This is an optimization exercise on Yosys and OpenROAD, whose aim is small area, not a production implementation.
In this exercise RTL edits were held to simulation tests only and were not proved equivalent to the original.

File: flow/config.mk
export PLATFORM = sky130hd
export DESIGN_NAME = gregorian_date_up_down_counter_core
export DESIGN_NICKNAME = gregorian_date_up_down_counter_core
export VERILOG_FILES = /design/flow/design.v
export SDC_FILE = /design/flow/constraint.sdc
export NUM_CORES = 4
export LEC_CHECK = 0
export CAP_MARGIN = 20
export CORE_MARGIN = 2
export CORE_UTILIZATION = 40
export SLEW_MARGIN = 20
File: flow/constraint.sdc
create_clock -name core_clock -period 10.0 [get_ports {clk}]
set_input_delay 2.0000 -clock core_clock [delete_from_list [all_inputs] [get_ports {clk}]]
set_output_delay 2.0000 -clock core_clock [all_outputs]
set_load 0.01 [all_outputs]
File: flow/design.v
package gdc_pkg;
	localparam logic [1:0] CMD_FWD  = 2'd0;
	localparam logic [1:0] CMD_BACK = 2'd1;
	localparam logic [1:0] CMD_LOAD = 2'd2;
	localparam logic [13:0] RST_YEAR = 14'd1970;
	localparam logic [3:0]  RST_MON  = 4'd1;
	localparam logic [4:0]  RST_DAY  = 5'd1;
	function automatic logic [4:0] month_len(input logic [3:0] m, input logic leap);
		case (m)
			4'd4, 4'd6, 4'd9, 4'd11: month_len = 5'd30;
			4'd2:                    month_len = leap ? 5'd29 : 5'd28;
			default:                 month_len = 5'd31;
		endcase
	endfunction
	function automatic logic day_fits(input logic [4:0] d, input logic [3:0] m, input logic leap);
		case (m)
			4'd4, 4'd6, 4'd9, 4'd11: day_fits = (d != 5'd31);
			4'd2:                    day_fits = leap ? (d[4:1] != 4'b1111) : !(d[4:2] == 3'b111 && d[1:0] != 2'b00);
			default:                 day_fits = 1'b1;
		endcase
	endfunction
endpackage
module gdc_year_div (
	input  logic [26:11] v,
	output logic [13:0]  year
);
	logic yd_w1;
	logic yd_w2;
	logic yd_w3;
	logic yd_w4;
	logic yd_w5;
	logic yd_w6;
	logic yd_w7;
	logic yd_w8;
	logic yd_w9;
	logic yd_w10;
	logic yd_w11;
	logic yd_w12;
	logic yd_w13;
	logic yd_w14;
	logic yd_w15;
	logic yd_w16;
	logic yd_w17;
	logic yd_w18;
	logic yd_w19;
	logic yd_w20;
	logic yd_w21;
	logic yd_w22;
	logic yd_w23;
	logic yd_w24;
	logic yd_w25;
	logic yd_w26;
	logic yd_w27;
	logic yd_w28;
	logic yd_w29;
	logic yd_w30;
	logic yd_w31;
	logic yd_w32;
	logic yd_w33;
	logic yd_w34;
	logic yd_w35;
	logic yd_w36;
	logic yd_w37;
	logic yd_w38;
	logic yd_w39;
	logic yd_w40;
	logic yd_w41;
	logic yd_w42;
	logic yd_w43;
	logic yd_w44;
	logic yd_w45;
	logic yd_w46;
	logic yd_w47;
	logic yd_w48;
	logic yd_w49;
	logic yd_w50;
	logic yd_w51;
	logic yd_w52;
	logic yd_w53;
	logic yd_w54;
	logic yd_w55;
	logic yd_w56;
	logic yd_w57;
	logic yd_w58;
	logic yd_w59;
	logic yd_w60;
	logic yd_w61;
	logic yd_w62;
	logic yd_w63;
	logic yd_w64;
	logic yd_w65;
	logic yd_w66;
	logic yd_w67;
	logic yd_w68;
	logic yd_w69;
	logic yd_w70;
	logic yd_w71;
	logic yd_w72;
	logic yd_w73;
	logic yd_w74;
	logic yd_w75;
	logic yd_w76;
	logic yd_w77;
	logic yd_w78;
	logic yd_w79;
	logic yd_w80;
	logic yd_w81;
	logic yd_w82;
	logic yd_w83;
	logic yd_w84;
	logic yd_w85;
	logic yd_w86;
	logic yd_w87;
	logic yd_w88;
	logic yd_w89;
	logic yd_w90;
	logic yd_w91;
	logic yd_w92;
	logic yd_w93;
	logic yd_w94;
	logic yd_w95;
	logic yd_w96;
	logic yd_w97;
	logic yd_w98;
	logic yd_w99;
	logic yd_w100;
	logic yd_w101;
	logic yd_w102;
	logic yd_w103;
	logic yd_w104;
	logic yd_w105;
	logic yd_w106;
	logic yd_w107;
	logic yd_w108;
	logic yd_w109;
	logic yd_w110;
	logic yd_w111;
	logic yd_w112;
	logic yd_w113;
	logic yd_w114;
	logic yd_w115;
	logic yd_w116;
	logic yd_w117;
	logic yd_w118;
	logic yd_w119;
	logic yd_w120;
	logic yd_w121;
	logic yd_w122;
	logic yd_w123;
	logic yd_w124;
	logic yd_w125;
	logic yd_w126;
	logic yd_w127;
	logic yd_w128;
	logic yd_w129;
	logic yd_w130;
	logic yd_w131;
	logic yd_w132;
	logic yd_w133;
	logic yd_w134;
	logic yd_w135;
	logic yd_w136;
	logic yd_w137;
	logic yd_w138;
	logic yd_w139;
	logic yd_w140;
	logic yd_w141;
	logic yd_w142;
	logic yd_w143;
	logic yd_w144;
	logic yd_w145;
	logic yd_w146;
	logic yd_w147;
	logic yd_w148;
	logic yd_w149;
	logic yd_w150;
	logic yd_w151;
	logic yd_w152;
	logic yd_w153;
	logic yd_w154;
	logic yd_w155;
	logic yd_w156;
	logic yd_w157;
	logic yd_w158;
	logic yd_w159;
	logic yd_w160;
	logic yd_w161;
	logic yd_w162;
	logic yd_w163;
	logic yd_w164;
	logic yd_w165;
	logic yd_w166;
	logic yd_w167;
	logic yd_w168;
	logic yd_w169;
	logic yd_w170;
	logic yd_w171;
	logic yd_w172;
	logic yd_w173;
	logic yd_w174;
	logic yd_w175;
	logic yd_w176;
	logic yd_w177;
	assign yd_w1 = v[11] ^ v[12];
	assign yd_w2 = v[11] & v[12];
	assign yd_w3 = v[12] ^ v[13];
	assign yd_w4 = v[12] & v[13];
	assign yd_w5 = v[13] ^ v[14] ^ v[16];
	assign yd_w6 = (v[13] & v[14]) | (v[16] & (v[13] ^ v[14]));
	assign yd_w7 = v[14] ^ v[15];
	assign yd_w8 = v[14] & v[15];
	assign yd_w9 = v[15] ^ v[16];
	assign yd_w10 = v[15] & v[16];
	assign yd_w11 = v[16] ^ v[17];
	assign yd_w12 = v[16] & v[17];
	assign yd_w13 = v[17] ^ v[18];
	assign yd_w14 = v[17] & v[18];
	assign yd_w15 = yd_w1 ^ v[14] ^ v[17];
	assign yd_w16 = (yd_w1 & v[14]) | (v[17] & (yd_w1 ^ v[14]));
	assign yd_w17 = yd_w3 ^ v[15] ^ v[18];
	assign yd_w18 = (yd_w3 & v[15]) | (v[18] & (yd_w3 ^ v[15]));
	assign yd_w19 = ~v[21] ^ ~v[24];
	assign yd_w20 = ~v[21] & ~v[24];
	assign yd_w21 = yd_w5 ^ v[19] ^ ~v[22];
	assign yd_w22 = (yd_w5 & v[19]) | (~v[22] & (yd_w5 ^ v[19]));
	assign yd_w23 = ~v[25] ^ 1'b1 ^ yd_w4;
	assign yd_w24 = (~v[25] & 1'b1) | (yd_w4 & (~v[25] ^ 1'b1));
	assign yd_w25 = yd_w7 ^ v[17] ^ v[20];
	assign yd_w26 = (yd_w7 & v[17]) | (v[20] & (yd_w7 ^ v[17]));
	assign yd_w27 = ~v[23] ^ ~v[26] ^ yd_w6;
	assign yd_w28 = (~v[23] & ~v[26]) | (yd_w6 & (~v[23] ^ ~v[26]));
	assign yd_w29 = yd_w9 ^ v[18] ^ v[21];
	assign yd_w30 = (yd_w9 & v[18]) | (v[21] & (yd_w9 ^ v[18]));
	assign yd_w31 = ~v[24] ^ 1'b1 ^ yd_w8;
	assign yd_w32 = (~v[24] & 1'b1) | (yd_w8 & (~v[24] ^ 1'b1));
	assign yd_w33 = yd_w11 ^ v[19] ^ v[22];
	assign yd_w34 = (yd_w11 & v[19]) | (v[22] & (yd_w11 ^ v[19]));
	assign yd_w35 = ~v[25] ^ 1'b1 ^ yd_w10;
	assign yd_w36 = (~v[25] & 1'b1) | (yd_w10 & (~v[25] ^ 1'b1));
	assign yd_w37 = yd_w13 ^ v[20] ^ v[23];
	assign yd_w38 = (yd_w13 & v[20]) | (v[23] & (yd_w13 ^ v[20]));
	assign yd_w39 = ~v[26] ^ 1'b1 ^ yd_w12;
	assign yd_w40 = (~v[26] & 1'b1) | (yd_w12 & (~v[26] ^ 1'b1));
	assign yd_w41 = v[18] ^ v[19] ^ v[21];
	assign yd_w42 = (v[18] & v[19]) | (v[21] & (v[18] ^ v[19]));
	assign yd_w43 = v[24] ^ yd_w14;
	assign yd_w44 = v[24] & yd_w14;
	assign yd_w45 = v[19] ^ v[20] ^ v[22];
	assign yd_w46 = (v[19] & v[20]) | (v[22] & (v[19] ^ v[20]));
	assign yd_w47 = v[25] ^ 1'b1;
	assign yd_w48 = v[25] & 1'b1;
	assign yd_w49 = v[20] ^ v[21] ^ v[23];
	assign yd_w50 = (v[20] & v[21]) | (v[23] & (v[20] ^ v[21]));
	assign yd_w51 = v[26] ^ 1'b1;
	assign yd_w52 = v[26] & 1'b1;
	assign yd_w53 = v[21] ^ v[22] ^ v[24];
	assign yd_w54 = (v[21] & v[22]) | (v[24] & (v[21] ^ v[22]));
	assign yd_w55 = v[22] ^ v[23];
	assign yd_w56 = v[22] & v[23];
	assign yd_w57 = v[23] ^ v[24];
	assign yd_w58 = v[23] & v[24];
	assign yd_w59 = yd_w15 ^ ~v[20];
	assign yd_w60 = yd_w15 & ~v[20];
	assign yd_w61 = yd_w17 ^ yd_w19 ^ yd_w2;
	assign yd_w62 = (yd_w17 & yd_w19) | (yd_w2 & (yd_w17 ^ yd_w19));
	assign yd_w63 = yd_w21 ^ yd_w23 ^ yd_w18;
	assign yd_w64 = (yd_w21 & yd_w23) | (yd_w18 & (yd_w21 ^ yd_w23));
	assign yd_w65 = yd_w25 ^ yd_w27 ^ yd_w22;
	assign yd_w66 = (yd_w25 & yd_w27) | (yd_w22 & (yd_w25 ^ yd_w27));
	assign yd_w67 = yd_w29 ^ yd_w31 ^ yd_w26;
	assign yd_w68 = (yd_w29 & yd_w31) | (yd_w26 & (yd_w29 ^ yd_w31));
	assign yd_w69 = yd_w33 ^ yd_w35 ^ yd_w30;
	assign yd_w70 = (yd_w33 & yd_w35) | (yd_w30 & (yd_w33 ^ yd_w35));
	assign yd_w71 = yd_w37 ^ yd_w39 ^ yd_w34;
	assign yd_w72 = (yd_w37 & yd_w39) | (yd_w34 & (yd_w37 ^ yd_w39));
	assign yd_w73 = yd_w41 ^ yd_w43 ^ yd_w38;
	assign yd_w74 = (yd_w41 & yd_w43) | (yd_w38 & (yd_w41 ^ yd_w43));
	assign yd_w75 = yd_w45 ^ yd_w47 ^ yd_w42;
	assign yd_w76 = (yd_w45 & yd_w47) | (yd_w42 & (yd_w45 ^ yd_w47));
	assign yd_w77 = yd_w49 ^ yd_w51 ^ yd_w46;
	assign yd_w78 = (yd_w49 & yd_w51) | (yd_w46 & (yd_w49 ^ yd_w51));
	assign yd_w79 = yd_w53 ^ 1'b1 ^ yd_w50;
	assign yd_w80 = (yd_w53 & 1'b1) | (yd_w50 & (yd_w53 ^ 1'b1));
	assign yd_w81 = yd_w55 ^ v[25] ^ 1'b1;
	assign yd_w82 = (yd_w55 & v[25]) | (1'b1 & (yd_w55 ^ v[25]));
	assign yd_w83 = yd_w57 ^ v[26] ^ 1'b1;
	assign yd_w84 = (yd_w57 & v[26]) | (1'b1 & (yd_w57 ^ v[26]));
	assign yd_w85 = v[24] ^ v[25] ^ 1'b1;
	assign yd_w86 = (v[24] & v[25]) | (1'b1 & (v[24] ^ v[25]));
	assign yd_w87 = v[25] ^ v[26];
	assign yd_w88 = v[25] & v[26];
	assign yd_w89 = yd_w59 ^ ~v[23];
	assign yd_w90 = yd_w59 & ~v[23];
	assign yd_w91 = yd_w61 ^ yd_w16 ^ yd_w60;
	assign yd_w92 = (yd_w61 & yd_w16) | (yd_w60 & (yd_w61 ^ yd_w16));
	assign yd_w93 = yd_w63 ^ yd_w20 ^ yd_w62;
	assign yd_w94 = (yd_w63 & yd_w20) | (yd_w62 & (yd_w63 ^ yd_w20));
	assign yd_w95 = yd_w65 ^ yd_w24 ^ yd_w64;
	assign yd_w96 = (yd_w65 & yd_w24) | (yd_w64 & (yd_w65 ^ yd_w24));
	assign yd_w97 = yd_w67 ^ yd_w28 ^ yd_w66;
	assign yd_w98 = (yd_w67 & yd_w28) | (yd_w66 & (yd_w67 ^ yd_w28));
	assign yd_w99 = yd_w69 ^ yd_w32 ^ yd_w68;
	assign yd_w100 = (yd_w69 & yd_w32) | (yd_w68 & (yd_w69 ^ yd_w32));
	assign yd_w101 = yd_w71 ^ yd_w36 ^ yd_w70;
	assign yd_w102 = (yd_w71 & yd_w36) | (yd_w70 & (yd_w71 ^ yd_w36));
	assign yd_w103 = yd_w73 ^ yd_w40 ^ yd_w72;
	assign yd_w104 = (yd_w73 & yd_w40) | (yd_w72 & (yd_w73 ^ yd_w40));
	assign yd_w105 = yd_w75 ^ yd_w44 ^ yd_w74;
	assign yd_w106 = (yd_w75 & yd_w44) | (yd_w74 & (yd_w75 ^ yd_w44));
	assign yd_w107 = yd_w77 ^ yd_w48 ^ yd_w76;
	assign yd_w108 = (yd_w77 & yd_w48) | (yd_w76 & (yd_w77 ^ yd_w48));
	assign yd_w109 = yd_w79 ^ yd_w52 ^ yd_w78;
	assign yd_w110 = (yd_w79 & yd_w52) | (yd_w78 & (yd_w79 ^ yd_w52));
	assign yd_w111 = yd_w81 ^ yd_w54 ^ yd_w80;
	assign yd_w112 = (yd_w81 & yd_w54) | (yd_w80 & (yd_w81 ^ yd_w54));
	assign yd_w113 = yd_w83 ^ yd_w56 ^ yd_w82;
	assign yd_w114 = (yd_w83 & yd_w56) | (yd_w82 & (yd_w83 ^ yd_w56));
	assign yd_w115 = yd_w85 ^ yd_w58 ^ yd_w84;
	assign yd_w116 = (yd_w85 & yd_w58) | (yd_w84 & (yd_w85 ^ yd_w58));
	assign yd_w117 = yd_w87 ^ 1'b1 ^ yd_w86;
	assign yd_w118 = (yd_w87 & 1'b1) | (yd_w86 & (yd_w87 ^ 1'b1));
	assign yd_w119 = v[26] ^ 1'b1 ^ yd_w88;
	assign yd_w120 = (v[26] & 1'b1) | (yd_w88 & (v[26] ^ 1'b1));
	assign yd_w121 = yd_w89 ^ 1'b1;
	assign yd_w122 = yd_w89 & 1'b1;
	assign yd_w123 = yd_w91 ^ yd_w90 ^ yd_w122;
	assign yd_w124 = (yd_w91 & yd_w90) | (yd_w122 & (yd_w91 ^ yd_w90));
	assign yd_w125 = yd_w93 ^ yd_w92 ^ yd_w124;
	assign yd_w126 = (yd_w93 & yd_w92) | (yd_w124 & (yd_w93 ^ yd_w92));
	assign yd_w127 = yd_w95 ^ yd_w94 ^ yd_w126;
	assign yd_w128 = (yd_w95 & yd_w94) | (yd_w126 & (yd_w95 ^ yd_w94));
	assign yd_w129 = yd_w97 ^ yd_w96 ^ yd_w128;
	assign yd_w130 = (yd_w97 & yd_w96) | (yd_w128 & (yd_w97 ^ yd_w96));
	assign yd_w131 = yd_w99 ^ yd_w98 ^ yd_w130;
	assign yd_w132 = (yd_w99 & yd_w98) | (yd_w130 & (yd_w99 ^ yd_w98));
	assign yd_w133 = yd_w101 ^ yd_w100 ^ yd_w132;
	assign yd_w134 = (yd_w101 & yd_w100) | (yd_w132 & (yd_w101 ^ yd_w100));
	assign yd_w135 = yd_w103 ^ yd_w102 ^ yd_w134;
	assign yd_w136 = (yd_w103 & yd_w102) | (yd_w134 & (yd_w103 ^ yd_w102));
	assign yd_w137 = yd_w105 ^ yd_w104 ^ yd_w136;
	assign yd_w138 = (yd_w105 & yd_w104) | (yd_w136 & (yd_w105 ^ yd_w104));
	assign yd_w139 = yd_w107 ^ yd_w106 ^ yd_w138;
	assign yd_w140 = (yd_w107 & yd_w106) | (yd_w138 & (yd_w107 ^ yd_w106));
	assign yd_w141 = yd_w109 ^ yd_w108 ^ yd_w140;
	assign yd_w142 = (yd_w109 & yd_w108) | (yd_w140 & (yd_w109 ^ yd_w108));
	assign yd_w143 = yd_w99 & yd_w98;
	assign yd_w144 = yd_w99 | yd_w98;
	assign yd_w145 = yd_w101 & yd_w100;
	assign yd_w146 = yd_w101 | yd_w100;
	assign yd_w147 = yd_w103 & yd_w102;
	assign yd_w148 = yd_w103 | yd_w102;
	assign yd_w149 = yd_w105 & yd_w104;
	assign yd_w150 = yd_w105 | yd_w104;
	assign yd_w151 = yd_w107 & yd_w106;
	assign yd_w152 = yd_w107 | yd_w106;
	assign yd_w153 = yd_w109 & yd_w108;
	assign yd_w154 = yd_w109 | yd_w108;
	assign yd_w155 = yd_w145 | (yd_w146 & yd_w143);
	assign yd_w156 = yd_w146 & yd_w144;
	assign yd_w157 = yd_w149 | (yd_w150 & yd_w147);
	assign yd_w158 = yd_w150 & yd_w148;
	assign yd_w159 = yd_w153 | (yd_w154 & yd_w151);
	assign yd_w160 = yd_w154 & yd_w152;
	assign yd_w161 = yd_w157 | (yd_w158 & yd_w155);
	assign yd_w162 = yd_w158 & yd_w156;
	assign yd_w163 = yd_w159 | (yd_w160 & yd_w161);
	assign yd_w164 = yd_w160 & yd_w162;
	assign yd_w165 = yd_w163 | (yd_w164 & yd_w130);
	assign yd_w166 = yd_w111 ^ yd_w110 ^ yd_w165;
	assign yd_w167 = (yd_w111 & yd_w110) | (yd_w165 & (yd_w111 ^ yd_w110));
	assign yd_w168 = yd_w113 ^ yd_w112 ^ yd_w167;
	assign yd_w169 = (yd_w113 & yd_w112) | (yd_w167 & (yd_w113 ^ yd_w112));
	assign yd_w170 = yd_w115 ^ yd_w114 ^ yd_w169;
	assign yd_w171 = (yd_w115 & yd_w114) | (yd_w169 & (yd_w115 ^ yd_w114));
	assign yd_w172 = yd_w117 ^ yd_w116 ^ yd_w171;
	assign yd_w173 = (yd_w117 & yd_w116) | (yd_w171 & (yd_w117 ^ yd_w116));
	assign yd_w174 = yd_w119 ^ yd_w118 ^ yd_w173;
	assign yd_w175 = (yd_w119 & yd_w118) | (yd_w173 & (yd_w119 ^ yd_w118));
	assign yd_w176 = 1'b1 ^ yd_w120 ^ yd_w175;
	assign yd_w177 = (1'b1 & yd_w120) | (yd_w175 & (1'b1 ^ yd_w120));
	assign year = {yd_w176, yd_w174, yd_w172, yd_w170, yd_w168, yd_w166, yd_w141, yd_w139, yd_w137, yd_w135, yd_w133, yd_w131, yd_w129, yd_w127};
endmodule
module gdc_rem (
	input  logic [13:0] vlo,
	input  logic [9:0]  year,
	output logic [13:0] r
);
	logic rm_w1;
	logic rm_w2;
	logic rm_w3;
	logic rm_w4;
	logic rm_w5;
	logic rm_w6;
	logic rm_w7;
	logic rm_w8;
	logic rm_w9;
	logic rm_w10;
	logic rm_w11;
	logic rm_w12;
	logic rm_w13;
	logic rm_w14;
	logic rm_w15;
	logic rm_w16;
	logic rm_w17;
	logic rm_w18;
	logic rm_w19;
	logic rm_w20;
	logic rm_w21;
	logic rm_w22;
	logic rm_w23;
	logic rm_w24;
	logic rm_w25;
	logic rm_w26;
	logic rm_w27;
	logic rm_w28;
	logic rm_w29;
	logic rm_w30;
	logic rm_w31;
	logic rm_w32;
	logic rm_w33;
	logic rm_w34;
	logic rm_w35;
	logic rm_w36;
	logic rm_w37;
	logic rm_w38;
	logic rm_w39;
	logic rm_w40;
	logic rm_w41;
	logic rm_w42;
	logic rm_w43;
	logic rm_w44;
	logic rm_w45;
	logic rm_w46;
	logic rm_w47;
	logic rm_w48;
	logic rm_w49;
	logic rm_w50;
	logic rm_w51;
	logic rm_w52;
	logic rm_w53;
	logic rm_w54;
	assign rm_w1 = vlo[11] ^ ~year[7];
	assign rm_w2 = vlo[11] & ~year[7];
	assign rm_w3 = vlo[12] ^ ~year[8];
	assign rm_w4 = vlo[12] & ~year[8];
	assign rm_w5 = vlo[13] ^ ~year[9] ^ year[5];
	assign rm_w6 = (vlo[13] & ~year[9]) | (year[5] & (vlo[13] ^ ~year[9]));
	assign rm_w7 = ~year[2] ^ ~year[0];
	assign rm_w8 = ~year[2] & ~year[0];
	assign rm_w9 = rm_w1 ^ year[3];
	assign rm_w10 = rm_w1 & year[3];
	assign rm_w11 = rm_w3 ^ year[4] ^ ~year[1];
	assign rm_w12 = (rm_w3 & year[4]) | (~year[1] & (rm_w3 ^ year[4]));
	assign rm_w13 = rm_w5 ^ rm_w7 ^ 1'b1;
	assign rm_w14 = (rm_w5 & rm_w7) | (1'b1 & (rm_w5 ^ rm_w7));
	assign rm_w15 = vlo[4] ^ ~year[0];
	assign rm_w16 = vlo[4] & ~year[0];
	assign rm_w17 = vlo[5] ^ ~year[1];
	assign rm_w18 = vlo[5] & ~year[1];
	assign rm_w19 = vlo[6] ^ ~year[2];
	assign rm_w20 = vlo[6] & ~year[2];
	assign rm_w21 = vlo[7] ^ ~year[3];
	assign rm_w22 = vlo[7] & ~year[3];
	assign rm_w23 = vlo[8] ^ ~year[4] ^ year[0];
	assign rm_w24 = (vlo[8] & ~year[4]) | (year[0] & (vlo[8] ^ ~year[4]));
	assign rm_w25 = vlo[9] ^ ~year[5] ^ year[1];
	assign rm_w26 = (vlo[9] & ~year[5]) | (year[1] & (vlo[9] ^ ~year[5]));
	assign rm_w27 = vlo[10] ^ ~year[6] ^ year[2];
	assign rm_w28 = (vlo[10] & ~year[6]) | (year[2] & (vlo[10] ^ ~year[6]));
	assign rm_w29 = rm_w9 ^ ~year[0] ^ 1'b1;
	assign rm_w30 = (rm_w9 & ~year[0]) | (1'b1 & (rm_w9 ^ ~year[0]));
	assign rm_w31 = rm_w11 ^ rm_w2 ^ rm_w10;
	assign rm_w32 = (rm_w11 & rm_w2) | (rm_w10 & (rm_w11 ^ rm_w2));
	assign rm_w33 = rm_w13 ^ rm_w4 ^ rm_w12;
	assign rm_w34 = (rm_w13 & rm_w4) | (rm_w12 & (rm_w13 ^ rm_w4));
	assign rm_w35 = rm_w15 ^ 1'b1;
	assign rm_w36 = rm_w15 & 1'b1;
	assign rm_w37 = rm_w17 ^ rm_w16 ^ rm_w36;
	assign rm_w38 = (rm_w17 & rm_w16) | (rm_w36 & (rm_w17 ^ rm_w16));
	assign rm_w39 = rm_w19 ^ rm_w18 ^ rm_w38;
	assign rm_w40 = (rm_w19 & rm_w18) | (rm_w38 & (rm_w19 ^ rm_w18));
	assign rm_w41 = rm_w21 ^ rm_w20 ^ rm_w40;
	assign rm_w42 = (rm_w21 & rm_w20) | (rm_w40 & (rm_w21 ^ rm_w20));
	assign rm_w43 = rm_w23 ^ rm_w22 ^ rm_w42;
	assign rm_w44 = (rm_w23 & rm_w22) | (rm_w42 & (rm_w23 ^ rm_w22));
	assign rm_w45 = rm_w25 ^ rm_w24 ^ rm_w44;
	assign rm_w46 = (rm_w25 & rm_w24) | (rm_w44 & (rm_w25 ^ rm_w24));
	assign rm_w47 = rm_w27 ^ rm_w26 ^ rm_w46;
	assign rm_w48 = (rm_w27 & rm_w26) | (rm_w46 & (rm_w27 ^ rm_w26));
	assign rm_w49 = rm_w29 ^ rm_w28 ^ rm_w48;
	assign rm_w50 = (rm_w29 & rm_w28) | (rm_w48 & (rm_w29 ^ rm_w28));
	assign rm_w51 = rm_w31 ^ rm_w30 ^ rm_w50;
	assign rm_w52 = (rm_w31 & rm_w30) | (rm_w50 & (rm_w31 ^ rm_w30));
	assign rm_w53 = rm_w33 ^ rm_w32 ^ rm_w52;
	assign rm_w54 = (rm_w33 & rm_w32) | (rm_w52 & (rm_w33 ^ rm_w32));
	assign r[13:4] = {rm_w53, rm_w51, rm_w49, rm_w47, rm_w45, rm_w43, rm_w41, rm_w39, rm_w37, rm_w35};
	assign r[3:0] = vlo[3:0];
endmodule
module gdc_load_dec (
	input  logic [13:0] year,
	input  logic [13:0] vlo,
	output logic [3:0]  month,
	output logic [4:0]  day,
	output logic        fmt_ok
);
	logic [13:0] r;
	logic [3:0]  m;
	logic        exact, plus1;
	logic [3:0]  tdiff;
	logic        borrow;
	gdc_rem u_rem (.vlo(vlo), .year(year[9:0]), .r(r));
	always_comb begin
		m = 4'd0; exact = 1'b0; plus1 = 1'b0;
		case (r[10:5])
			6'd3:  begin m = 4'd1;  exact = 1'b1; end
			6'd4:  begin m = 4'd1;  plus1 = 1'b1; end
			6'd6:  begin m = 4'd2;  exact = 1'b1; end
			6'd7:  begin m = 4'd2;  plus1 = 1'b1; end
			6'd9:  begin m = 4'd3;  exact = 1'b1; end
			6'd10: begin m = 4'd3;  plus1 = 1'b1; end
			6'd12: begin m = 4'd4;  exact = 1'b1; end
			6'd13: begin m = 4'd4;  plus1 = 1'b1; end
			6'd15: begin m = 4'd5;  exact = 1'b1; end
			6'd16: begin m = 4'd5;  plus1 = 1'b1; end
			6'd18: begin m = 4'd6;  exact = 1'b1; end
			6'd19: begin m = 4'd6;  plus1 = 1'b1; end
			6'd21: begin m = 4'd7;  exact = 1'b1; end
			6'd22: begin m = 4'd7;  plus1 = 1'b1; end
			6'd25: begin m = 4'd8;  exact = 1'b1; end
			6'd26: begin m = 4'd8;  plus1 = 1'b1; end
			6'd28: begin m = 4'd9;  exact = 1'b1; end
			6'd29: begin m = 4'd9;  plus1 = 1'b1; end
			6'd31: begin m = 4'd10; exact = 1'b1; end
			6'd32: begin m = 4'd10; plus1 = 1'b1; end
			6'd34: begin m = 4'd11; exact = 1'b1; end
			6'd35: begin m = 4'd11; plus1 = 1'b1; end
			6'd37: begin m = 4'd12; exact = 1'b1; end
			6'd38: begin m = 4'd12; plus1 = 1'b1; end
			default: ;
		endcase
	end
	logic [3:0] bw;
	assign bw[0] = 1'b0;
	for (genvar i = 0; i < 3; i++) begin : g_sub
		assign tdiff[i] = r[2+i] ^ m[i] ^ bw[i];
		assign bw[i+1]  = (!r[2+i] && (m[i] || bw[i])) || (m[i] && bw[i]);
	end
	assign tdiff[3] = bw[3];
	assign borrow   = bw[3];
	logic big;
	assign big = year[13] && (year[12] || year[11]
		|| (year[10] && year[9] && year[8] && (year[7] || year[6] || year[5] || year[4])));
	assign month  = m;
	assign day    = {tdiff[2:0], r[1:0]};
	assign fmt_ok = !big && (r[13:11] == 3'd0)
		&& (exact ? !borrow : (plus1 && borrow)) && (day != 5'd0);
endmodule
module gdc_leap_res (
	input  logic [13:0] year,
	output logic [8:0]  s
);
	logic lp_w1;
	logic lp_w2;
	logic lp_w3;
	logic lp_w4;
	logic lp_w5;
	logic lp_w6;
	logic lp_w7;
	logic lp_w8;
	logic lp_w9;
	logic lp_w10;
	logic lp_w11;
	logic lp_w12;
	logic lp_w13;
	logic lp_w14;
	logic lp_w15;
	logic lp_w16;
	logic lp_w17;
	logic lp_w18;
	logic lp_w19;
	logic lp_w20;
	logic lp_w21;
	logic lp_w22;
	logic lp_w23;
	logic lp_w24;
	logic lp_w25;
	logic lp_w26;
	logic lp_w27;
	logic lp_w28;
	logic lp_w29;
	logic lp_w30;
	logic lp_w31;
	logic lp_w32;
	logic lp_w33;
	logic lp_w34;
	logic lp_w35;
	logic lp_w36;
	logic lp_w37;
	logic lp_w38;
	logic lp_w39;
	logic lp_w40;
	logic lp_w41;
	logic lp_w42;
	logic lp_w43;
	logic lp_w44;
	assign lp_w1 = ~year[7] ^ year[2];
	assign lp_w2 = ~year[7] & year[2];
	assign lp_w3 = ~year[8] ^ year[3] ^ ~year[13];
	assign lp_w4 = (~year[8] & year[3]) | (~year[13] & (~year[8] ^ year[3]));
	assign lp_w5 = ~year[9] ^ year[4];
	assign lp_w6 = ~year[9] & year[4];
	assign lp_w7 = year[7] ^ ~year[10];
	assign lp_w8 = year[7] & ~year[10];
	assign lp_w9 = year[8] ^ ~year[11] ^ year[6];
	assign lp_w10 = (year[8] & ~year[11]) | (year[6] & (year[8] ^ ~year[11]));
	assign lp_w11 = lp_w1 ^ ~year[12];
	assign lp_w12 = lp_w1 & ~year[12];
	assign lp_w13 = lp_w3 ^ 1'b1 ^ lp_w2;
	assign lp_w14 = (lp_w3 & 1'b1) | (lp_w2 & (lp_w3 ^ 1'b1));
	assign lp_w15 = lp_w5 ^ 1'b1 ^ lp_w4;
	assign lp_w16 = (lp_w5 & 1'b1) | (lp_w4 & (lp_w5 ^ 1'b1));
	assign lp_w17 = lp_w7 ^ year[5] ^ lp_w6;
	assign lp_w18 = (lp_w7 & year[5]) | (lp_w6 & (lp_w7 ^ year[5]));
	assign lp_w19 = lp_w9 ^ 1'b1 ^ lp_w8;
	assign lp_w20 = (lp_w9 & 1'b1) | (lp_w8 & (lp_w9 ^ 1'b1));
	assign lp_w21 = year[9] ^ 1'b1 ^ lp_w10;
	assign lp_w22 = (year[9] & 1'b1) | (lp_w10 & (year[9] ^ 1'b1));
	assign lp_w23 = year[10] ^ 1'b1;
	assign lp_w24 = year[10] & 1'b1;
	assign lp_w25 = year[11] ^ 1'b1;
	assign lp_w26 = year[11] & 1'b1;
	assign lp_w27 = lp_w11 ^ 1'b1;
	assign lp_w28 = lp_w11 & 1'b1;
	assign lp_w29 = lp_w13 ^ lp_w12 ^ lp_w28;
	assign lp_w30 = (lp_w13 & lp_w12) | (lp_w28 & (lp_w13 ^ lp_w12));
	assign lp_w31 = lp_w15 ^ lp_w14 ^ lp_w30;
	assign lp_w32 = (lp_w15 & lp_w14) | (lp_w30 & (lp_w15 ^ lp_w14));
	assign lp_w33 = lp_w17 ^ lp_w16 ^ lp_w32;
	assign lp_w34 = (lp_w17 & lp_w16) | (lp_w32 & (lp_w17 ^ lp_w16));
	assign lp_w35 = lp_w19 ^ lp_w18 ^ lp_w34;
	assign lp_w36 = (lp_w19 & lp_w18) | (lp_w34 & (lp_w19 ^ lp_w18));
	assign lp_w37 = lp_w21 ^ lp_w20 ^ lp_w36;
	assign lp_w38 = (lp_w21 & lp_w20) | (lp_w36 & (lp_w21 ^ lp_w20));
	assign lp_w39 = lp_w23 ^ lp_w22 ^ lp_w38;
	assign lp_w40 = (lp_w23 & lp_w22) | (lp_w38 & (lp_w23 ^ lp_w22));
	assign lp_w41 = lp_w25 ^ lp_w24 ^ lp_w40;
	assign lp_w42 = (lp_w25 & lp_w24) | (lp_w40 & (lp_w25 ^ lp_w24));
	assign lp_w43 = 1'b1 ^ lp_w26 ^ lp_w42;
	assign lp_w44 = (1'b1 & lp_w26) | (lp_w42 & (1'b1 ^ lp_w26));
	assign s = {lp_w43, lp_w41, lp_w39, lp_w37, lp_w35, lp_w33, lp_w31, lp_w29, lp_w27};
endmodule
module gdc_leap (
	input  logic [13:0] year,
	output logic        leap
);
	logic [8:0] s;
	logic       cent;
	gdc_leap_res u_res (.year(year), .s(s));
	always_comb begin
		case (s)
			9'd25, 9'd50, 9'd75, 9'd100, 9'd125, 9'd150,
			9'd175, 9'd200, 9'd225, 9'd250, 9'd275, 9'd300: cent = 1'b1;
			default: cent = 1'b0;
		endcase
	end
	assign leap = (year[1:0] == 2'd0) && (!cent || (year[3:2] == 2'd0));
endmodule
module gdc_step (
	input  logic [13:0] year,
	input  logic [3:0]  month,
	input  logic [4:0]  day,
	input  logic        leap,
	input  logic        back,
	output logic [13:0] year_pm,
	output logic [13:0] year_nx,
	output logic [3:0]  month_nx,
	output logic [4:0]  day_nx,
	output logic        year_chg
);
	logic [4:0]  mlen_cur, mlen_prev;
	logic [3:0]  mon_prev;
	logic        last_day, first_day, edge_day;
	logic [14:0] yc;
	logic [5:0]  dc;
	logic [4:0]  mc;
	logic [4:0]  day_pm;
	logic [3:0]  mon_pm;
	assign yc[0] = 1'b1;
	assign dc[0] = 1'b1;
	assign mc[0] = 1'b1;
	for (genvar i = 0; i < 14; i++) begin : g_y
		assign year_pm[i] = year[i] ^ yc[i];
		assign yc[i+1]    = yc[i] & (year[i] ^ back);
	end
	for (genvar i = 0; i < 5; i++) begin : g_d
		assign day_pm[i] = day[i] ^ dc[i];
		assign dc[i+1]   = dc[i] & (day[i] ^ back);
	end
	for (genvar i = 0; i < 4; i++) begin : g_m
		assign mon_pm[i] = month[i] ^ mc[i];
		assign mc[i+1]   = mc[i] & (month[i] ^ back);
	end
	assign mon_prev  = mon_pm;
	assign mlen_cur  = gdc_pkg::month_len(month, leap);
	assign mlen_prev = gdc_pkg::month_len(mon_prev, leap);
	assign last_day  = (day == mlen_cur);
	assign first_day = (day == 5'd1);
	assign edge_day  = back ? first_day : last_day;
	assign year_chg  = edge_day && (month == (back ? 4'd1 : 4'd12));
	always_comb begin
		year_nx  = year;
		month_nx = month;
		day_nx   = day_pm;
		if (edge_day) begin
			if (!year_chg) begin
				month_nx = mon_pm;
				day_nx   = back ? mlen_prev : 5'd1;
			end else begin
				month_nx = back ? 4'd12 : 4'd1;
				day_nx   = back ? 5'd31 : 5'd1;
				if (back) year_nx = (year == 14'd0) ? 14'd9999 : year_pm;
				else      year_nx = (year == 14'd9999) ? 14'd0 : year_pm;
			end
		end
	end
endmodule
module gdc_pack (
	input  logic [13:0] year,
	input  logic [3:0]  month,
	input  logic [4:0]  day,
	output logic [26:0] packed_date
);
	logic pk_w1;
	logic pk_w2;
	logic pk_w3;
	logic pk_w4;
	logic pk_w5;
	logic pk_w6;
	logic pk_w7;
	logic pk_w8;
	logic pk_w9;
	logic pk_w10;
	logic pk_w11;
	logic pk_w12;
	logic pk_w13;
	logic pk_w14;
	logic pk_w15;
	logic pk_w16;
	logic pk_w17;
	logic pk_w18;
	logic pk_w19;
	logic pk_w20;
	logic pk_w21;
	logic pk_w22;
	logic pk_w23;
	logic pk_w24;
	logic pk_w25;
	logic pk_w26;
	logic pk_w27;
	logic pk_w28;
	logic pk_w29;
	logic pk_w30;
	logic pk_w31;
	logic pk_w32;
	logic pk_w33;
	logic pk_w34;
	logic pk_w35;
	logic pk_w36;
	logic pk_w37;
	logic pk_w38;
	logic pk_w39;
	logic pk_w40;
	logic pk_w41;
	logic pk_w42;
	logic pk_w43;
	logic pk_w44;
	logic pk_w45;
	logic pk_w46;
	logic pk_w47;
	logic pk_w48;
	logic pk_w49;
	logic pk_w50;
	logic pk_w51;
	logic pk_w52;
	logic pk_w53;
	logic pk_w54;
	logic pk_w55;
	logic pk_w56;
	logic pk_w57;
	logic pk_w58;
	logic pk_w59;
	logic pk_w60;
	logic pk_w61;
	logic pk_w62;
	logic pk_w63;
	logic pk_w64;
	logic pk_w65;
	logic pk_w66;
	logic pk_w67;
	logic pk_w68;
	logic pk_w69;
	logic pk_w70;
	logic pk_w71;
	logic pk_w72;
	logic pk_w73;
	logic pk_w74;
	logic pk_w75;
	logic pk_w76;
	logic pk_w77;
	logic pk_w78;
	logic pk_w79;
	logic pk_w80;
	logic pk_w81;
	logic pk_w82;
	logic pk_w83;
	logic pk_w84;
	logic pk_w85;
	logic pk_w86;
	logic pk_w87;
	logic pk_w88;
	logic pk_w89;
	logic pk_w90;
	logic pk_w91;
	logic pk_w92;
	logic pk_w93;
	logic pk_w94;
	logic pk_w95;
	logic pk_w96;
	logic pk_w97;
	logic pk_w98;
	logic pk_w99;
	logic pk_w100;
	logic pk_w101;
	logic pk_w102;
	logic pk_w103;
	logic pk_w104;
	logic pk_w105;
	logic pk_w106;
	logic pk_w107;
	logic pk_w108;
	logic pk_w109;
	logic pk_w110;
	logic pk_w111;
	logic pk_w112;
	logic pk_w113;
	logic pk_w114;
	logic pk_w115;
	logic pk_w116;
	logic pk_w117;
	logic pk_w118;
	logic pk_w119;
	logic pk_w120;
	logic pk_w121;
	logic pk_w122;
	logic pk_w123;
	logic pk_w124;
	logic pk_w125;
	logic pk_w126;
	logic pk_w127;
	logic pk_w128;
	logic pk_w129;
	logic pk_w130;
	logic pk_w131;
	logic pk_w132;
	logic pk_w133;
	logic pk_w134;
	logic pk_w135;
	logic pk_w136;
	logic pk_w137;
	logic pk_w138;
	logic pk_w139;
	logic pk_w140;
	logic pk_w141;
	logic pk_w142;
	logic pk_w143;
	logic pk_w144;
	logic pk_w145;
	logic pk_w146;
	logic pk_w147;
	logic pk_w148;
	logic pk_w149;
	logic pk_w150;
	logic pk_w151;
	logic pk_w152;
	logic pk_w153;
	assign pk_w1 = ~year[0] ^ year[4];
	assign pk_w2 = ~year[0] & year[4];
	assign pk_w3 = pk_w1 ^ month[2];
	assign pk_w4 = pk_w1 & month[2];
	assign pk_w5 = ~year[1] ^ year[5] ^ month[3];
	assign pk_w6 = (~year[1] & year[5]) | (month[3] & (~year[1] ^ year[5]));
	assign pk_w7 = year[0] ^ year[2];
	assign pk_w8 = year[0] & year[2];
	assign pk_w9 = year[1] ^ year[3] ^ ~year[6];
	assign pk_w10 = (year[1] & year[3]) | (~year[6] & (year[1] ^ year[3]));
	assign pk_w11 = year[2] ^ year[4] ^ ~year[7];
	assign pk_w12 = (year[2] & year[4]) | (~year[7] & (year[2] ^ year[4]));
	assign pk_w13 = year[3] ^ year[5] ^ ~year[8];
	assign pk_w14 = (year[3] & year[5]) | (~year[8] & (year[3] ^ year[5]));
	assign pk_w15 = year[4] ^ year[6] ^ ~year[9];
	assign pk_w16 = (year[4] & year[6]) | (~year[9] & (year[4] ^ year[6]));
	assign pk_w17 = year[5] ^ year[7];
	assign pk_w18 = year[5] & year[7];
	assign pk_w19 = year[6] ^ year[8];
	assign pk_w20 = year[6] & year[8];
	assign pk_w21 = year[7] ^ year[9];
	assign pk_w22 = year[7] & year[9];
	assign pk_w23 = year[8] ^ year[10];
	assign pk_w24 = year[8] & year[10];
	assign pk_w25 = year[9] ^ year[11];
	assign pk_w26 = year[9] & year[11];
	assign pk_w27 = year[10] ^ year[12];
	assign pk_w28 = year[10] & year[12];
	assign pk_w29 = year[11] ^ year[13];
	assign pk_w30 = year[11] & year[13];
	assign pk_w31 = year[0] ^ month[2];
	assign pk_w32 = year[0] & month[2];
	assign pk_w33 = year[1] ^ month[0] ^ month[3];
	assign pk_w34 = (year[1] & month[0]) | (month[3] & (year[1] ^ month[0]));
	assign pk_w35 = year[2] ^ month[0] ^ month[1];
	assign pk_w36 = (year[2] & month[0]) | (month[1] & (year[2] ^ month[0]));
	assign pk_w37 = year[3] ^ month[1] ^ month[2];
	assign pk_w38 = (year[3] & month[1]) | (month[2] & (year[3] ^ month[1]));
	assign pk_w39 = pk_w3 ^ month[3] ^ 1'b1;
	assign pk_w40 = (pk_w3 & month[3]) | (1'b1 & (pk_w3 ^ month[3]));
	assign pk_w41 = pk_w5 ^ pk_w2 ^ pk_w4;
	assign pk_w42 = (pk_w5 & pk_w2) | (pk_w4 & (pk_w5 ^ pk_w2));
	assign pk_w43 = ~year[2] ^ year[6] ^ pk_w6;
	assign pk_w44 = (~year[2] & year[6]) | (pk_w6 & (~year[2] ^ year[6]));
	assign pk_w45 = year[0] ^ ~year[3] ^ year[7];
	assign pk_w46 = (year[0] & ~year[3]) | (year[7] & (year[0] ^ ~year[3]));
	assign pk_w47 = year[1] ^ ~year[4] ^ year[8];
	assign pk_w48 = (year[1] & ~year[4]) | (year[8] & (year[1] ^ ~year[4]));
	assign pk_w49 = pk_w7 ^ ~year[5] ^ year[9];
	assign pk_w50 = (pk_w7 & ~year[5]) | (year[9] & (pk_w7 ^ ~year[5]));
	assign pk_w51 = pk_w9 ^ year[10] ^ pk_w8;
	assign pk_w52 = (pk_w9 & year[10]) | (pk_w8 & (pk_w9 ^ year[10]));
	assign pk_w53 = pk_w11 ^ year[11] ^ pk_w10;
	assign pk_w54 = (pk_w11 & year[11]) | (pk_w10 & (pk_w11 ^ year[11]));
	assign pk_w55 = pk_w13 ^ year[12] ^ pk_w12;
	assign pk_w56 = (pk_w13 & year[12]) | (pk_w12 & (pk_w13 ^ year[12]));
	assign pk_w57 = pk_w15 ^ year[13] ^ pk_w14;
	assign pk_w58 = (pk_w15 & year[13]) | (pk_w14 & (pk_w15 ^ year[13]));
	assign pk_w59 = pk_w17 ^ ~year[10] ^ pk_w16;
	assign pk_w60 = (pk_w17 & ~year[10]) | (pk_w16 & (pk_w17 ^ ~year[10]));
	assign pk_w61 = pk_w19 ^ ~year[11] ^ pk_w18;
	assign pk_w62 = (pk_w19 & ~year[11]) | (pk_w18 & (pk_w19 ^ ~year[11]));
	assign pk_w63 = pk_w21 ^ ~year[12] ^ pk_w20;
	assign pk_w64 = (pk_w21 & ~year[12]) | (pk_w20 & (pk_w21 ^ ~year[12]));
	assign pk_w65 = pk_w23 ^ ~year[13] ^ pk_w22;
	assign pk_w66 = (pk_w23 & ~year[13]) | (pk_w22 & (pk_w23 ^ ~year[13]));
	assign pk_w67 = pk_w25 ^ 1'b1 ^ pk_w24;
	assign pk_w68 = (pk_w25 & 1'b1) | (pk_w24 & (pk_w25 ^ 1'b1));
	assign pk_w69 = pk_w27 ^ 1'b1 ^ pk_w26;
	assign pk_w70 = (pk_w27 & 1'b1) | (pk_w26 & (pk_w27 ^ 1'b1));
	assign pk_w71 = pk_w29 ^ 1'b1 ^ pk_w28;
	assign pk_w72 = (pk_w29 & 1'b1) | (pk_w28 & (pk_w29 ^ 1'b1));
	assign pk_w73 = year[12] ^ 1'b1 ^ pk_w30;
	assign pk_w74 = (year[12] & 1'b1) | (pk_w30 & (year[12] ^ 1'b1));
	assign pk_w75 = year[13] ^ 1'b1;
	assign pk_w76 = year[13] & 1'b1;
	assign pk_w77 = month[0] ^ day[2];
	assign pk_w78 = month[0] & day[2];
	assign pk_w79 = month[1] ^ day[3] ^ pk_w78;
	assign pk_w80 = (month[1] & day[3]) | (pk_w78 & (month[1] ^ day[3]));
	assign pk_w81 = pk_w31 ^ day[4] ^ pk_w80;
	assign pk_w82 = (pk_w31 & day[4]) | (pk_w80 & (pk_w31 ^ day[4]));
	assign pk_w83 = pk_w33 ^ pk_w32 ^ pk_w82;
	assign pk_w84 = (pk_w33 & pk_w32) | (pk_w82 & (pk_w33 ^ pk_w32));
	assign pk_w85 = pk_w35 ^ pk_w34 ^ pk_w84;
	assign pk_w86 = (pk_w35 & pk_w34) | (pk_w84 & (pk_w35 ^ pk_w34));
	assign pk_w87 = pk_w37 ^ pk_w36 ^ pk_w86;
	assign pk_w88 = (pk_w37 & pk_w36) | (pk_w86 & (pk_w37 ^ pk_w36));
	assign pk_w89 = pk_w39 ^ pk_w38 ^ pk_w88;
	assign pk_w90 = (pk_w39 & pk_w38) | (pk_w88 & (pk_w39 ^ pk_w38));
	assign pk_w91 = pk_w41 ^ pk_w40 ^ pk_w90;
	assign pk_w92 = (pk_w41 & pk_w40) | (pk_w90 & (pk_w41 ^ pk_w40));
	assign pk_w93 = pk_w43 ^ pk_w42 ^ pk_w92;
	assign pk_w94 = (pk_w43 & pk_w42) | (pk_w92 & (pk_w43 ^ pk_w42));
	assign pk_w95 = pk_w45 ^ pk_w44 ^ pk_w94;
	assign pk_w96 = (pk_w45 & pk_w44) | (pk_w94 & (pk_w45 ^ pk_w44));
	assign pk_w97 = pk_w47 ^ pk_w46 ^ pk_w96;
	assign pk_w98 = (pk_w47 & pk_w46) | (pk_w96 & (pk_w47 ^ pk_w46));
	assign pk_w99 = pk_w49 ^ pk_w48 ^ pk_w98;
	assign pk_w100 = (pk_w49 & pk_w48) | (pk_w98 & (pk_w49 ^ pk_w48));
	assign pk_w101 = pk_w51 ^ pk_w50 ^ pk_w100;
	assign pk_w102 = (pk_w51 & pk_w50) | (pk_w100 & (pk_w51 ^ pk_w50));
	assign pk_w103 = pk_w53 ^ pk_w52 ^ pk_w102;
	assign pk_w104 = (pk_w53 & pk_w52) | (pk_w102 & (pk_w53 ^ pk_w52));
	assign pk_w105 = pk_w55 ^ pk_w54 ^ pk_w104;
	assign pk_w106 = (pk_w55 & pk_w54) | (pk_w104 & (pk_w55 ^ pk_w54));
	assign pk_w107 = pk_w57 ^ pk_w56 ^ pk_w106;
	assign pk_w108 = (pk_w57 & pk_w56) | (pk_w106 & (pk_w57 ^ pk_w56));
	assign pk_w109 = pk_w59 ^ pk_w58 ^ pk_w108;
	assign pk_w110 = (pk_w59 & pk_w58) | (pk_w108 & (pk_w59 ^ pk_w58));
	assign pk_w111 = pk_w61 ^ pk_w60 ^ pk_w110;
	assign pk_w112 = (pk_w61 & pk_w60) | (pk_w110 & (pk_w61 ^ pk_w60));
	assign pk_w113 = pk_w63 ^ pk_w62 ^ pk_w112;
	assign pk_w114 = (pk_w63 & pk_w62) | (pk_w112 & (pk_w63 ^ pk_w62));
	assign pk_w115 = pk_w65 ^ pk_w64 ^ pk_w114;
	assign pk_w116 = (pk_w65 & pk_w64) | (pk_w114 & (pk_w65 ^ pk_w64));
	assign pk_w117 = pk_w53 & pk_w52;
	assign pk_w118 = pk_w53 | pk_w52;
	assign pk_w119 = pk_w55 & pk_w54;
	assign pk_w120 = pk_w55 | pk_w54;
	assign pk_w121 = pk_w57 & pk_w56;
	assign pk_w122 = pk_w57 | pk_w56;
	assign pk_w123 = pk_w59 & pk_w58;
	assign pk_w124 = pk_w59 | pk_w58;
	assign pk_w125 = pk_w61 & pk_w60;
	assign pk_w126 = pk_w61 | pk_w60;
	assign pk_w127 = pk_w63 & pk_w62;
	assign pk_w128 = pk_w63 | pk_w62;
	assign pk_w129 = pk_w65 & pk_w64;
	assign pk_w130 = pk_w65 | pk_w64;
	assign pk_w131 = pk_w119 | (pk_w120 & pk_w117);
	assign pk_w132 = pk_w120 & pk_w118;
	assign pk_w133 = pk_w123 | (pk_w124 & pk_w121);
	assign pk_w134 = pk_w124 & pk_w122;
	assign pk_w135 = pk_w127 | (pk_w128 & pk_w125);
	assign pk_w136 = pk_w128 & pk_w126;
	assign pk_w137 = pk_w133 | (pk_w134 & pk_w131);
	assign pk_w138 = pk_w134 & pk_w132;
	assign pk_w139 = pk_w129 | (pk_w130 & pk_w135);
	assign pk_w140 = pk_w130 & pk_w136;
	assign pk_w141 = pk_w139 | (pk_w140 & pk_w137);
	assign pk_w142 = pk_w140 & pk_w138;
	assign pk_w143 = pk_w141 | (pk_w142 & pk_w102);
	assign pk_w144 = pk_w67 ^ pk_w66 ^ pk_w143;
	assign pk_w145 = (pk_w67 & pk_w66) | (pk_w143 & (pk_w67 ^ pk_w66));
	assign pk_w146 = pk_w69 ^ pk_w68 ^ pk_w145;
	assign pk_w147 = (pk_w69 & pk_w68) | (pk_w145 & (pk_w69 ^ pk_w68));
	assign pk_w148 = pk_w71 ^ pk_w70 ^ pk_w147;
	assign pk_w149 = (pk_w71 & pk_w70) | (pk_w147 & (pk_w71 ^ pk_w70));
	assign pk_w150 = pk_w73 ^ pk_w72 ^ pk_w149;
	assign pk_w151 = (pk_w73 & pk_w72) | (pk_w149 & (pk_w73 ^ pk_w72));
	assign pk_w152 = pk_w75 ^ pk_w74 ^ pk_w151;
	assign pk_w153 = (pk_w75 & pk_w74) | (pk_w151 & (pk_w75 ^ pk_w74));
	assign packed_date = {pk_w152, pk_w150, pk_w148, pk_w146, pk_w144, pk_w115, pk_w113, pk_w111, pk_w109, pk_w107, pk_w105, pk_w103, pk_w101, pk_w99, pk_w97, pk_w95, pk_w93, pk_w91, pk_w89, pk_w87, pk_w85, pk_w83, pk_w81, pk_w79, pk_w77, day[1], day[0]};
endmodule
module gregorian_date_up_down_counter_core (
	input logic       clk,
	input logic       arst_n,
	input  logic        req_valid,
	output logic        req_ready,
	input  logic [1:0]  req_cmd,
	input  logic [26:0] req_load_value,
	output logic        rsp_valid,
	input  logic        rsp_ready,
	output logic [13:0] rsp_year_out,
	output logic [3:0]  rsp_month_out,
	output logic [4:0]  rsp_day_out,
	output logic [26:0] rsp_packed_now,
	output logic [26:0] rsp_packed_before,
	output logic        rsp_leap_flag,
	output logic        rsp_load_ok
);
	logic        v1_q;
	logic [1:0]  cmd1_q;
	logic [13:0] ly1_q;
	logic [13:0] vlo1_q;
	logic [13:0] year_q;
	logic [3:0]  mon_q;
	logic [4:0]  day_q;
	logic        leap_q;
	logic        vld_q;
	logic [26:0] before_q;
	logic        ok_q;
	logic        rdy2, take, adv;
	logic        is_step, is_back, is_load;
	logic [13:0] ld_year_c;
	logic [3:0]  ld_mon;
	logic [4:0]  ld_day;
	logic        ld_fmt_ok, load_ok;
	logic [13:0] year_pm, st_year;
	logic [3:0]  st_mon;
	logic [4:0]  st_day;
	logic        year_chg;
	logic        leap_new;
	logic [26:0] pack_now;
	assign rdy2      = !vld_q || rsp_ready;
	assign req_ready = !v1_q || rdy2;
	assign take      = req_valid && req_ready;
	assign adv       = v1_q && rdy2;
	gdc_year_div u_ydiv (.v(req_load_value[26:11]), .year(ld_year_c));
	always_ff @(posedge clk or negedge arst_n) begin
		if (!arst_n) begin
			v1_q <= 1'b0;
		end else if (req_ready) begin
			v1_q <= req_valid;
		end
	end
	always_ff @(posedge clk) begin
		if (take) begin
			cmd1_q <= req_cmd;
			ly1_q  <= ld_year_c;
			vlo1_q <= req_load_value[13:0];
		end
	end
	assign is_step = !cmd1_q[1];
	assign is_back = cmd1_q[0];
	assign is_load = (cmd1_q == gdc_pkg::CMD_LOAD);
	gdc_load_dec u_dec (
		.year   (ly1_q),
		.vlo    (vlo1_q),
		.month  (ld_mon),
		.day    (ld_day),
		.fmt_ok (ld_fmt_ok)
	);
	gdc_step u_step (
		.year     (year_q),
		.month    (mon_q),
		.day      (day_q),
		.leap     (leap_q),
		.back     (is_back),
		.year_pm  (year_pm),
		.year_nx  (st_year),
		.month_nx (st_mon),
		.day_nx   (st_day),
		.year_chg (year_chg)
	);
	gdc_leap u_leap (.year(is_load ? ly1_q : year_pm), .leap(leap_new));
	assign load_ok = is_load && ld_fmt_ok && gdc_pkg::day_fits(ld_day, ld_mon, leap_new);
	gdc_pack u_pack (
		.year        (year_q),
		.month       (mon_q),
		.day         (day_q),
		.packed_date (pack_now)
	);
	always_ff @(posedge clk or negedge arst_n) begin
		if (!arst_n) begin
			year_q <= gdc_pkg::RST_YEAR;
			mon_q  <= gdc_pkg::RST_MON;
			day_q  <= gdc_pkg::RST_DAY;
			leap_q <= 1'b0;
			vld_q  <= 1'b0;
		end else begin
			if (rdy2) vld_q <= v1_q;
			if (adv && load_ok) begin
				year_q <= ly1_q;
				mon_q  <= ld_mon;
				day_q  <= ld_day;
				leap_q <= leap_new;
			end else if (adv && is_step) begin
				year_q <= st_year;
				mon_q  <= st_mon;
				day_q  <= st_day;
				if (year_chg) leap_q <= leap_new;
			end
		end
	end
	always_ff @(posedge clk) begin
		if (adv) begin
			before_q <= pack_now;
			ok_q     <= load_ok;
		end
	end
	assign rsp_valid         = vld_q;
	assign rsp_year_out      = year_q;
	assign rsp_month_out     = mon_q;
	assign rsp_day_out       = day_q;
	assign rsp_packed_now    = pack_now;
	assign rsp_packed_before = before_q;
	assign rsp_leap_flag     = leap_q;
	assign rsp_load_ok       = ok_q;
endmodule
File: flow/run.sh
#!/bin/bash
# synth_recipe.tcl (not shown) runs the flow's synth.tcl, then flattens the netlist and writes it again
# the make line also repeats each setting of config.mk as NAME=value (left out here)
make -C /OpenROAD-flow-scripts/flow DESIGN_CONFIG=/design/flow/config.mk WORK_HOME=/design/flow/orfs CLKGATE_MAP_FILE= SYNTH_SCRIPT=/design/flow/synth_recipe.tcl finish
==> reports/qor.yml <==
finalCritPeriodShare_pct: 96.7
grtUsageMet1_pct: 23.1
synthAdderAreaFrac_pct: 35.4
drc: 0
hold_path_class: "reg -> reg"
use_met2_pct: 27.8
grt_usage_pct: 16.9
dieArea_sq_um: 25700
wire_per_inst_um: 15.1
synth.area.mux_share_pct: 3.92
holdPathEnd: "vld_q$_DFFE_PN0P_"
synth_seq_cells: 84
setup_viol: 0
r2r_start: "year_q[0]$_DFFE_PN0P_"
synth_xor_area_share_pct: 3.23
synth.avg_cell_area_sq_um: 10.1
synth_edf_count: 58
min_period_ps: 9670
overflow: 0
critPathLaunchType: "register"
via_count: 6818
ys_seq_area_share_pct: 24.6
ctsRootBufferMaster: "clkbuf_16"
finalNonFillerCells: 1375
coreArea_sq_um: 24200
worstPathArrival_ps: 7670
drtAntennaViolNets: 0
cts_max_path_buffers: 2
cts_tree: "built"
final_common_cell: "inv_1"
hold_slack_ps: 494
antenna_cells: 0
timing.fmax_mhz: 103
vias_per_cell: 4.96
busiest_layer: "met2"
synth_top_family_by_area: "adder cells"
timing.final.max_slew_violations: 0
syn-num-nets: 1208
clk_latency_ps: 360
crit_type: "reg -> out"
cpPeakStageDelay_ps: 590
status: "finished clean"
drv_cap: 0
drive_gt1_share_pct: 7.99
antenna_found_initial: 0
worst_path_max_delay_cell: "dfstp_2"
htreeDepth: 3
rows: 57
grt_pass1_vias: 6797
synth-compound-area-share_pct: 10.0
r2r_setup_slack_ps: 1130
hold_start: "v1_q$_DFFE_PN0N_"
synth-simple-area-share_pct: 11.1
wl_um: 20800
die_y_um: 160
drt_iter0_drc: 394
synth_cell_types: 77
synth_async_sr_flop_share_pct: 31.0
port_buffers: 113
areaGrowthSynthToFinish_pct: 16.4
synth_area_sq_um: 9760
fin_worst_skew_ps: 11.3
cp_max_fo: 4
whs_path_depth: 1
crit_path_end_kind: "output port"
cts_made_buffers: 9
required_ps: 8000
place_inst: 1358
synthCells: 968
layout_common_cells: "inv_1 (204), fa_1 (110), clkdlybuf4s50_1 (109), ha_1 (92), edfxtp_1 (58)"
die_x_um: 160
crit_top_cell: "fa_1"
cts.reportedPaths.clkPinSlew_ps: 70
grt_pass1_wl_um: 34700
dp_hpwl_um: 16600
final_nets: 1286
place_congestion: 0.861
cts.sinks: 84
ioPinCount: 114
r2r-end: "year_q[2]$_DFFE_PN0P_"
gr-usage-met3_pct: 2.26
ff2ff_path_depth: 25
drt_first_pass_iters: 7
synth-main-ff-cell: "edfxtp_1"
grt_max_degree: 34
synth.yosys.warnings: 4
worst_pin_slew_ps: 868
initial_core_util_pct: 40.4
relSlewSlack_pct: 41.6
hold_viol: 0
postCtsHoldBufs: 0
## how the worst max path moves through the flow
stage                     startpoint                 end  slack, ps  cells past startpoint
3_3_place_gp    mon_q[0]$_DFFE_PN1P_  rsp_packed_now[26]        110                     30
5_1_grt         mon_q[0]$_DFFE_PN1P_  rsp_packed_now[26]        -20                     30
6_report        mon_q[0]$_DFFE_PN1P_  rsp_packed_now[26]        330                     30
2_1_floorplan  year_q[1]$_DFFE_PN1P_  rsp_packed_now[26]        800                     30
4_1_cts         mon_q[0]$_DFFE_PN1P_  rsp_packed_now[26]          6                     30
3_5_place_dp    mon_q[0]$_DFFE_PN1P_  rsp_packed_now[26]         70                     30
## cells in the mapped netlist (6+ instances only)
cell type	number	share of area [%]
nor3_1	9	0.46
a31oi_1	9	0.58
and2_1	8	0.51
buf_2	8	0.41
mux2i_1	18	1.8
dfstp_2	9	2.4
clkbuf_1	23	0.88
buf_4	27	2.1
fa_1	115	24
o21bai_1	6	0.46
nor2b_1	12	0.77
nand2_1	40	1.5
dfrtp_1	17	4.4
nand2b_1	12	0.77
nor4_1	7	0.45
nor4b_1	7	0.63
nor2_1	48	1.8
xor2_1	6	0.54
mux2_2	6	0.69
a21oi_1	31	1.6
ha_1	92	12
o311ai_0	6	0.54
o21a_1	6	0.46
o21ai_0	30	1.5
edfxtp_1	58	18
inv_1	204	7.8
nand3_1	18	0.92
xnor2_1	30	2.7
o22ai_1	6	0.38
mux2_4	9	1.4
## final cells by class
type                       count  area [sq um]
fill                        2285         12800
tap                          324           405
clock buffer                  10           250
timing repair buffer         131          1260
sequential                    84          2400
inverter                     204           766
clock inverter                 6          45.0
multi-input combinational    616          6230
## flip-flops by register name, indices dropped and copies added (netlist names)
| register | count |
|---|---|
| ly1_q | 14 |
| mon_q | 4 |
| day_q | 5 |
| year_q | 14 |
| cmd1_q | 2 |
| v1_q | 1 |
| before_q | 27 |
| leap_q | 1 |
| vlo1_q | 14 |
| ok_q | 1 |
| vld_q | 1 |
## cell families after synthesis
group	after synthesis
DFF	84
muxes	33
xor gates and xnor gates	36
adders and majority gates	207
buffers and inverters	268
and+or+nand+nor	200
AOI/OAI and AO/OA	140
## per-stage QoR
stage	area, sq um	TNS, ps	utilization, %	setup slack [ps]
after floorplan	9760	0	-	800
after global placement	11000	0	45.7	108
after detailed placement	11000	0	45.7	67.3
after CTS	11300	0	46.9	6.20
after global routing	11400	-16.6	47.0	-16.6
final	11400	0	47.0	331
## repair_timing
action,in CTS,in global routing
resized for setup,5,8
cloned,0,0
buffers inserted,1,0
pin swaps,0,2
setup endpoints to repair,3,5
## metal layers
metal	wire, um	part of all wire, %
met1	9910	48
met2	9650	46
met3	805	3.9
met4	397	1.9
met5	0	0
## critical path: cells and delay by family (launching register included)
kind                       cells  cell delay (ps)
AOI/OAI and AO/OA              6              580
and+or+nand+nor                2              200
xor gates and xnor gates       2              340
DFF                            1              590
buffers and inverters          5              430
adders and majority gates     15             5170

## separate check: timing with driven ports
The results above use ideal ports. As a check the final layout listed here was re-extracted and re-timed, cells and wires unchanged. Step 1: set_driving_cell puts a clkbuf_16 on clk and a buf_2 on each other input, an assumption about the parent block. Step 2 adds t to the input delays and takes it off the output delays; t is the mean of the earliest and latest rising clock arrival at the registers after step 1. Input paths then give back, and output paths get back, about the clock's delay inside the block. Slacks: no drivers / after step 1 / after step 2; pairs: no drivers / after step 1.
t, ns: 0.396
setup slack, ns: 0.331 / 0.285 / 0.681
hold slack, ns: 0.494 / 0.494 / 0.494
After both steps this run still meets setup and hold. The setup slack of this run moves by -0.046 ns with the drivers and by +0.350 ns with both steps.
